What follows belongs to an exercise in optimizing a design on an open flow for small area; a production flow would make more cautious choices.
Function was checked by simulation only, so behaviour that the tests miss may differ from the original.
The flow treats the clock pin as an ideal source, which a real chip does not have.
Power is estimated from default activity; no workload was simulated.

// tft_top
module tft_top (
	input  logic                clk,
	input  logic                n_reset,
	output tft_pkg::mem_req_t   mem,
	input  logic                rdy,
	input  logic                ifrdy,
	input  tft_pkg::rgb565_t    data,
	output tft_pkg::tft_pixel_t pixel,
	output tft_pkg::tft_sync_t  sync,
	output logic                underrun
);
For scale: about 74 I/O pins, ~3600 µm² of cells after synthesis.
==> flow/config.mk <==
export PLATFORM = sky130hd
export DESIGN_NAME = tft_top
export DESIGN_NICKNAME = tft_top
export VERILOG_FILES = /design/flow/design.v
export SDC_FILE = /design/flow/constraint.sdc
export NUM_CORES = 4
export LEC_CHECK = 0
export CAP_MARGIN = 20
export CORE_MARGIN = 2
export CORE_UTILIZATION = 40
export GPL_TIMING_DRIVEN = 0
export SLEW_MARGIN = 20
==> flow/constraint.sdc <==
create_clock -name core_clock -period 10.0 [get_ports {clk}]
set_input_delay 2.0000 -clock core_clock [delete_from_list [all_inputs] [get_ports {clk}]]
set_output_delay 2.0000 -clock core_clock [all_outputs]
set_load 0.01 [all_outputs]
standard.sh (not shown) runs the stock make flow with config.mk's settings and CLKGATE_MAP_FILE= SYNTH_SCRIPT=/design/flow/synth_recipe.tcl, a recipe that flattens the netlist after the stock synthesis.
==> flow/flow/run.sh <==
#!/bin/bash
# Standard ORFS layout with these changes: the standard synthesis's
# combinational logic is remapped for area (resynth.tcl, flip-flops untouched),
# ports are buffered with buf_1, constants come from one tie cell per value,
# CTS adds no dummy loads, a post-CTS step (post_cts.tcl) downsizes clock
# buffers while the flip-flop clock slew stays low and then downsizes
# non-critical gates (power recovery) and repairs slew and capacitance.
set -euo pipefail
export BUFFER_PORTS_ARGS="-buffer_cell sky130_fd_sc_hd__buf_1"
export SKIP_REPAIR_TIE_FANOUT=1
export CTS_ARGS="-sink_clustering_enable -repair_clock_nets -dont_use_dummy_load"
export POST_CTS_TCL="$PWD/flow/post_cts.tcl"
RES=$PWD/orfs/results/$FLOW_PLATFORM/tft_top/base

bash standard.sh synth > synth.log 2>&1

cp $RES/1_2_yosys.v $RES/1_2_yosys_standard.v
export RESYN_LIB=$FLOW_HOME/platforms/sky130hd/lib/sky130_fd_sc_hd__tt_025C_1v80.lib
export RESYN_DONT_USE="$(make -s -C $FLOW_HOME DESIGN_CONFIG=$PWD/config.mk WORK_HOME=$PWD/orfs print-DONT_USE_CELLS | sed -n 's/^DONT_USE_CELLS: //p')"
export RESYN_IN=$RES/1_2_yosys_standard.v
export RESYN_OUT=$RES/1_2_yosys.v
export RESYN_TOP=$FLOW_TOP
export RESYN_ABC=$PWD/flow/resynth.abc
YOSYS=$(command -v yosys || echo $FLOW_HOME/../tools/install/yosys/bin/yosys)
$YOSYS -c flow/resynth.tcl > resynth.log 2>&1
rm -f $RES/1_synth.odb $RES/1_synth.sdc

bash standard.sh "BUFFER_PORTS_ARGS=$BUFFER_PORTS_ARGS" \
	"SKIP_REPAIR_TIE_FANOUT=$SKIP_REPAIR_TIE_FANOUT" \
	"CTS_ARGS=$CTS_ARGS" \
	"POST_CTS_TCL=$POST_CTS_TCL" \
	"PRE_GLOBAL_PLACE_TCL=$PWD/flow/pre_gpl.tcl" \
	finish > layout.log 2>&1
==> flow/flow/post_cts.tcl <==
# Downsize clock buffers where the flip-flop clock pins keep a slew below
# slew_limit (in the library's time unit, ns) by the placement estimate.
set slew_limit 0.120
set sizes {sky130_fd_sc_hd__clkbuf_2 sky130_fd_sc_hd__clkbuf_4}
set block [ord::get_db_block]

proc clock_sink_slew {} {
  set worst 0.0
  foreach pin [get_pins -hierarchical */CLK] {
    set s [get_property $pin slew_max]
    if {$s > $worst} { set worst $s }
  }
  return $worst
}

estimate_parasitics -placement
set bufs {}
foreach inst [$block getInsts] {
  if {[[$inst getMaster] getName] eq "sky130_fd_sc_hd__clkbuf_8"} {
    set net [[$inst findITerm X] getNet]
    if {$net ne "NULL" && [$net getSigType] eq "CLOCK"} { lappend bufs [$inst getName] }
  }
}
puts "post_cts: clock buffers $bufs, worst sink slew [clock_sink_slew]"
foreach name $bufs {
  set kept sky130_fd_sc_hd__clkbuf_8
  foreach size $sizes {
    replace_cell $name $size
    estimate_parasitics -placement
    set w [clock_sink_slew]
    if {$w <= $slew_limit} {
      set kept $size
      break
    }
  }
  if {$kept eq "sky130_fd_sc_hd__clkbuf_8"} { replace_cell $name $kept; estimate_parasitics -placement }
  puts "post_cts: $name -> $kept (worst sink slew [clock_sink_slew])"
}

# Downsize gates off the critical paths, then repair any slew or capacitance
# violation this leaves and legalize the placement again.
repair_timing -verbose -recover_power 100
estimate_parasitics -placement
repair_design -verbose -cap_margin 20 -slew_margin 20
detailed_placement
check_placement -verbose
==> flow/flow/pre_gpl.tcl <==
remove_buffers
==> flow/flow/resynth.abc <==
&get -n
&st
&dch
&nf -R 1000
&put
&get -n
&st
&dch
&nf -R 1000
&put
&get -n
&st
&dch
&nf -R 1000
&put
Other scripts of this flow, unchanged in this note and not shown: flow/flow/resynth.tcl
The first run finished with timing, DRC and antenna clean.
Next try:
--- a/flow/flow/run.sh
+++ b/flow/flow/run.sh
@@ -5,4 +5,4 @@
 # CTS adds no dummy loads, a post-CTS step (post_cts.tcl) downsizes clock
-# buffers while the flip-flop clock slew stays low and then downsizes
-# non-critical gates (power recovery) and repairs slew and capacitance.
+# buffers while the flip-flop clock slew stays low, and power recovery
+# downsizes non-critical gates.
 set -euo pipefail
@@ -31,3 +31,3 @@
 	"POST_CTS_TCL=$POST_CTS_TCL" \
-	"PRE_GLOBAL_PLACE_TCL=$PWD/flow/pre_gpl.tcl" \
+	RECOVER_POWER=100 \
 	finish > layout.log 2>&1
--- a/flow/flow/post_cts.tcl
+++ b/flow/flow/post_cts.tcl
@@ -38,9 +38 @@
 }
-
-# Downsize gates off the critical paths, then repair any slew or capacitance
-# violation this leaves and legalize the placement again.
-repair_timing -verbose -recover_power 100
-estimate_parasitics -placement
-repair_design -verbose -cap_margin 20 -slew_margin 20
-detailed_placement
-check_placement -verbose
--- a/flow/config.mk
+++ b/flow/config.mk
@@ -10,3 +10,2 @@
 export CORE_UTILIZATION = 40
-export GPL_TIMING_DRIVEN = 0
 export SLEW_MARGIN = 20
removed: flow/flow/pre_gpl.tcl
Outcome: The changed run finished but failed the layout checks on capacitance limit, slew limit; global-route usage falls by 0.13 points; setup slack is worse by 0.26 ns; combinational power barely changes; via count rises by 0.42%; routed wire length rises by about 0.66%.
Next try:
--- a/flow/flow/run.sh
+++ b/flow/flow/run.sh
@@ -4,5 +4,6 @@
 # ports are buffered with buf_1, constants come from one tie cell per value,
-# CTS adds no dummy loads, a post-CTS step (post_cts.tcl) downsizes clock
-# buffers while the flip-flop clock slew stays low, and power recovery
-# downsizes non-critical gates.
+# global placement is not timing-driven (pre_gpl.tcl removes the synthesis
+# buffers first), CTS adds no dummy loads, a post-CTS step (post_cts.tcl) downsizes clock
+# buffers while the flip-flop clock slew stays low and then downsizes
+# non-critical gates (power recovery) and repairs slew and capacitance.
 set -euo pipefail
@@ -31,3 +32,3 @@
 	"POST_CTS_TCL=$POST_CTS_TCL" \
-	RECOVER_POWER=100 \
+	"PRE_GLOBAL_PLACE_TCL=$PWD/flow/pre_gpl.tcl" \
 	finish > layout.log 2>&1
--- a/flow/flow/post_cts.tcl
+++ b/flow/flow/post_cts.tcl
@@ -2,3 +2,3 @@
 # slew_limit (in the library's time unit, ns) by the placement estimate.
-set slew_limit 0.120
+set slew_limit 0.125
 set sizes {sky130_fd_sc_hd__clkbuf_2 sky130_fd_sc_hd__clkbuf_4}
@@ -38 +38,9 @@
 }
+
+# Downsize gates off the critical paths, then repair any slew or capacitance
+# violation this leaves and legalize the placement again.
+repair_timing -verbose -recover_power 100
+estimate_parasitics -placement
+repair_design -verbose -cap_margin 20 -slew_margin 20
+detailed_placement
+check_placement -verbose
==> flow/flow/pre_gpl.tcl (new file) <==
remove_buffers
--- a/flow/config.mk
+++ b/flow/config.mk
@@ -10,2 +10,3 @@
 export CORE_UTILIZATION = 40
+export GPL_TIMING_DRIVEN = 0
 export SLEW_MARGIN = 20
The changed run went through all stages and came out clean.
Total power goes down by about 1.7%.
Die area is unchanged.
Clock-buffer cell count does not change.
Register-to-register slack gains 0.56 ns.
Critical path depth does not change.
Combinational power hardly moves.
Via count goes down by about 0.4%.
Routed wire length goes down by 0.65%.
Clock power goes down by about 6%.
Sequential cell count stays the same.
Next try:
--- a/flow/flow/post_cts.tcl
+++ b/flow/flow/post_cts.tcl
@@ -2,3 +2,3 @@
 # slew_limit (in the library's time unit, ns) by the placement estimate.
-set slew_limit 0.125
+set slew_limit 0.120
 set sizes {sky130_fd_sc_hd__clkbuf_2 sky130_fd_sc_hd__clkbuf_4}
==> flow/flow/resynth.abc (replaced) <==
&get -n
&st
&dch
&nf -R 1000
&put
&get -n
&st
&deepsyn -J 1000 -S 1
&dch
&nf -R 1000
&put
Effect: Fmax grows by about 0.56%. Area after synthesis shrinks by about 0.9%. Synthesized cell count shrinks by about 0.37%. Clock-buffer cell count is unchanged.

-- port drivers added, routing unchanged --
The flow's constraints put no driver on any port. The routed layouts listed below were extracted and timed again, unchanged, in two steps. Step 1 sets driving cells, clkbuf_16 on the clock port and buf_2 on the other inputs (assumed; they add their load-dependent delay and slew). Step 2 times the ports against the registers' clock, not the clock port: input delays grow and output delays shrink by t, the midpoint of the rising clock arrivals with the driver on. Three values: ideal, step 1, step 2; two values: the first two.
| run | t (ns) | setup WS [ns] | worst setup path after step 2 |
|---|---|---|---|
| the first run | 0.496 | 5.577 / 5.548 / 5.656 | input to register |
| the second run | 0.532 | 5.318 / 5.293 / 5.264 | input to register |
| the third run | 0.496 | 5.577 / 5.548 / 5.656 | input to register |
| the fourth run | 0.504 | 5.601 / 5.575 / 5.426 | input to register |
For the fourth run, which loses most, drivers alone change the setup slack by -0.026 ns; drivers and shift together by -0.175 ns.
